Background: an optimization exercise with open tools, aiming at small area, a short achievable clock period and few clock cycles per item. Do not read the settings as production practice. Function was checked by simulation only, so behaviour that the tests miss may differ from the original. Power figures rest on the tool's default switching activity, not on a simulated workload.

== the reference run ==
## data_mem_bank
module data_mem_bank #(
  parameter int ADDR_W    = 8,
  parameter bit INIT_ZERO = 1
) (
  input  logic              clk,
  input  logic              rst_n,
  input  logic              req_valid,
  output logic              req_ready,
  input  logic              req_we,
  input  logic [2:0]        req_funct3,
  input  logic [ADDR_W-1:0] req_addr,
  input  logic [31:0]       req_wdata,
  output logic              resp_valid,
  input  logic              resp_ready,
  output logic [31:0]       resp_rdata,
  output logic              resp_err
);
Size: ~4200 cells after synthesis, about 79000 um^2 of cells after synthesis.
==> module data_mem_bank, before the edit <==
module data_mem_bank #(
  parameter int ADDR_W    = 8,
  parameter bit INIT_ZERO = 1
) (
  input  logic              clk,
  input  logic              rst_n,
  input  logic              req_valid,
  output logic              req_ready,
  input  logic              req_we,
  input  logic [2:0]        req_funct3,
  input  logic [ADDR_W-1:0] req_addr,
  input  logic [31:0]       req_wdata,
  output logic              resp_valid,
  input  logic              resp_ready,
  output logic [31:0]       resp_rdata,
  output logic              resp_err
);
  localparam int WORDS = 2 ** (ADDR_W - 2);
  logic [31:0] mem [WORDS];
  logic              stall;
  logic              resp_empty;
  logic              in_err;
  logic [1:0]        in_lane;
  logic [3:0]        in_be;
  logic [31:0]       in_wd;
  logic              s1_v;
  logic [3:0]        s1_be;
  logic [7:0]        s1_hi;
  logic [7:0]        s1_lo;
  logic [31:0]       s1_wd;
  logic [1:0]        s1_lane;
  logic [2:0]        s1_f3;
  logic              s1_zero;
  logic              s1_err;
  logic [WORDS-1:0]  sel;
  logic [31:0]       rd_word;
  logic              s2_v;
  logic [31:0]       s2_word;
  logic [1:0]        s2_lane;
  logic [2:0]        s2_f3;
  logic              s2_zero;
  logic              s2_err;
  logic [7:0]        rd_byte;
  logic [15:0]       rd_half;
  logic [31:0]       ld_data;
  assign stall     = !resp_empty && !resp_ready;
  assign req_ready = !resp_valid || resp_ready;
  always_comb begin
    in_err = (req_funct3[1:0] == 2'b11) || (req_funct3 == 3'b110) || (req_we && req_funct3[2]);
    case (req_funct3[1:0])
      2'b10:   in_lane = 2'b00;
      2'b01:   in_lane = {req_addr[1], 1'b0};
      default: in_lane = req_addr[1:0];
    endcase
    case (req_funct3[1:0])
      2'b00: begin
        in_be = 4'b0001 << in_lane;
        in_wd = {4{req_wdata[7:0]}};
      end
      2'b01: begin
        in_be = in_lane[1] ? 4'b1100 : 4'b0011;
        in_wd = {2{req_wdata[15:0]}};
      end
      default: begin
        in_be = 4'b1111;
        in_wd = req_wdata;
      end
    endcase
    if (in_err || !req_we || !req_valid) begin
      in_be = 4'b0000;
    end
  end
  always_ff @(posedge clk or negedge rst_n) begin
    if (!rst_n) begin
      s1_v  <= 1'b0;
      s1_be <= 4'b0000;
    end else if (!stall) begin
      s1_v  <= req_valid;
      s1_be <= in_be;
    end
  end
  always_ff @(posedge clk) begin
    if (!stall) begin
      for (int i = 0; i < 8; i++) begin
        s1_hi[i] <= (req_addr[ADDR_W-1:5] == i[2:0]);
        s1_lo[i] <= (req_addr[4:2] == i[2:0]);
      end
      s1_wd   <= in_wd;
      s1_lane <= in_lane;
      s1_f3   <= req_funct3;
      s1_zero <= req_we || in_err;
      s1_err  <= in_err;
    end
  end
  always_ff @(posedge clk) begin
    for (int w = 0; w < WORDS; w++) begin
      for (int b = 0; b < 4; b++) begin
        if (sel[w] && s1_be[b]) begin
          mem[w][b*8 +: 8] <= s1_wd[b*8 +: 8];
        end
      end
    end
  end
  always_comb begin
    for (int w = 0; w < WORDS; w++) begin
      sel[w] = s1_hi[w / 8] && s1_lo[w % 8];
    end
  end
  logic [31:0] rd_l1_n [WORDS/2];
  logic [31:0] rd_l2   [WORDS/8];
  logic [31:0] rd_l3_n [WORDS/16];
  for (genvar p = 0; p < WORDS / 2; p++) begin : g_l1
    for (genvar k = 0; k < 32/4; k++) begin : g_nib
      dmem_andor2_n u_l1 (
        .a (mem[2*p][4*k +: 4]),   .sa (sel[2*p]),
        .b (mem[2*p+1][4*k +: 4]), .sb (sel[2*p+1]),
        .y_n (rd_l1_n[p][4*k +: 4])
      );
    end
  end
  for (genvar q = 0; q < WORDS / 8; q++) begin : g_l2
    dmem_nand4 u_l2 (
      .a (rd_l1_n[4*q]),   .b (rd_l1_n[4*q+1]),
      .c (rd_l1_n[4*q+2]), .d (rd_l1_n[4*q+3]),
      .y (rd_l2[q])
    );
  end
  for (genvar h = 0; h < WORDS / 16; h++) begin : g_l3
    dmem_nor2 u_l3 (
      .a (rd_l2[2*h]), .b (rd_l2[2*h+1]),
      .y_n (rd_l3_n[h])
    );
  end
  dmem_nand4 u_l4 (
    .a (rd_l3_n[0]), .b (rd_l3_n[1]), .c (rd_l3_n[2]), .d (rd_l3_n[3]),
    .y (rd_word)
  );
  always_ff @(posedge clk or negedge rst_n) begin
    if (!rst_n) begin
      s2_v <= 1'b0;
    end else if (!stall) begin
      s2_v <= s1_v;
    end
  end
  always_ff @(posedge clk) begin
    if (!stall) begin
      s2_word <= rd_word;
      s2_lane <= s1_lane;
      s2_f3   <= s1_f3;
      s2_zero <= s1_zero;
      s2_err  <= s1_err;
    end
  end
  always_comb begin
    case (s2_lane)
      2'd0:    rd_byte = s2_word[7:0];
      2'd1:    rd_byte = s2_word[15:8];
      2'd2:    rd_byte = s2_word[23:16];
      default: rd_byte = s2_word[31:24];
    endcase
    rd_half = s2_lane[1] ? s2_word[31:16] : s2_word[15:0];
    case (s2_f3)
      3'b000:  ld_data = {{24{rd_byte[7]}}, rd_byte};
      3'b100:  ld_data = {24'h0, rd_byte};
      3'b001:  ld_data = {{16{rd_half[15]}}, rd_half};
      3'b101:  ld_data = {16'h0, rd_half};
      3'b010:  ld_data = s2_word;
      default: ld_data = 32'h0;
    endcase
    if (s2_zero) begin
      ld_data = 32'h0;
    end
  end
  always_ff @(posedge clk or negedge rst_n) begin
    if (!rst_n) begin
      resp_valid <= 1'b0;
    end else if (!stall) begin
      resp_valid <= s2_v;
    end
  end
  always_ff @(posedge clk or negedge rst_n) begin
    if (!rst_n) begin
      resp_empty <= 1'b1;
    end else if (!stall) begin
      resp_empty <= !s2_v;
    end
  end
  always_ff @(posedge clk) begin
    if (!stall) begin
      resp_rdata <= ld_data;
      resp_err   <= s2_err;
    end
  end
endmodule
clock: 4.2 ns
lec_check: 0
cap_margin: 5
core_margin: 2
core_utilization: 45
setup_slack_margin: 1.85
slew_margin: 5
synth_hierarchical: 1
synth_minimum_keep_size: 0
run.sh (not shown) runs the stock make flow with config.mk's settings and CLKGATE_MAP_FILE= SYNTH_SCRIPT=/design/flow/synth_recipe.tcl, a recipe that flattens the netlist after the stock synthesis.
The reference run reached the final stage; the timing, design-rule and antenna checks on its layout passed.
Testbench counts of the reference run, summed over its fixed seeds: cycles 177,641, items 160,000.
Modified inputs, the trial run compared to the reference run
--- a/flow/design.v
+++ b/flow/design.v
@@ -24,10 +24,9 @@
   logic [3:0]        in_be;
   logic [31:0]       in_wd;
   logic              s1_v;
   logic [3:0]        s1_be;
-  logic [7:0]        s1_hi;
-  logic [7:0]        s1_lo;
+  logic [WORDS-1:0]  s1_sel;
   logic [31:0]       s1_wd;
   logic [1:0]        s1_lane;
   logic [2:0]        s1_f3;
   logic              s1_zero;
@@ -80,11 +79,10 @@
     end
   end
   always_ff @(posedge clk) begin
     if (!stall) begin
-      for (int i = 0; i < 8; i++) begin
-        s1_hi[i] <= (req_addr[ADDR_W-1:5] == i[2:0]);
-        s1_lo[i] <= (req_addr[4:2] == i[2:0]);
+      for (int w = 0; w < WORDS; w++) begin
+        s1_sel[w] <= (req_addr[ADDR_W-1:2] == w[ADDR_W-3:0]);
       end
       s1_wd   <= in_wd;
       s1_lane <= in_lane;
       s1_f3   <= req_funct3;
@@ -94,19 +92,15 @@
   end
   always_ff @(posedge clk) begin
     for (int w = 0; w < WORDS; w++) begin
       for (int b = 0; b < 4; b++) begin
-        if (sel[w] && s1_be[b]) begin
+        if (s1_sel[w] && s1_be[b]) begin
           mem[w][b*8 +: 8] <= s1_wd[b*8 +: 8];
         end
       end
     end
   end
-  always_comb begin
-    for (int w = 0; w < WORDS; w++) begin
-      sel[w] = s1_hi[w / 8] && s1_lo[w % 8];
-    end
-  end
+  assign sel = s1_sel;
   logic [31:0] rd_l1_n [WORDS/2];
   logic [31:0] rd_l2   [WORDS/8];
   logic [31:0] rd_l3_n [WORDS/16];
   for (genvar p = 0; p < WORDS / 2; p++) begin : g_l1
--- outcome ---
- The trial run: PASS, flow complete, no timing, DRC or antenna violations
- Met3 layer wire length in the routed design (the trial run over the reference run): increase, about 3%
- [the trial run] total die area rose about 1.6% relative to the reference run
- Between the reference run and the trial run, the flow reports clock buffer count in the final layout increasing slightly.
- The trial run: sequential cell count higher than the reference run
- The trial run vs the reference run on total power: the trial run is the higher one.
Testbench counts of the trial run, summed over its fixed seeds: cycles 177,641, items 160,000.

## afterwards: timing with drivers on the ports
In the flow no input, the clock included, has a driving cell. The finished layouts below were timed again as built, in two steps. Step 1 assumes that a clkbuf_16 drives the clock port and a buf_2 every other input. Step 2 times the ports against the registers' clock, not the clock port: input delays grow and output delays shrink by t, the midpoint of the rising clock arrivals with the driver on. Slacks: ideal / step 1 / step 2; pairs: ideal / step 1.
run | shift t [ns] | setup WS [ns] | worst slew at a driven data input, ns | cell pins on the clock port's net
the reference run | 0.917 | 1.812 / 1.789 / 1.236 | 0.18 | 1
the trial run | 0.923 | 1.662 / 1.581 / 1.073 | 0.18 | 1
After both steps setup and hold are still met in every run listed. For the trial run, which loses most, drivers alone change the setup slack by -0.081 ns; drivers and shift together by -0.589 ns.
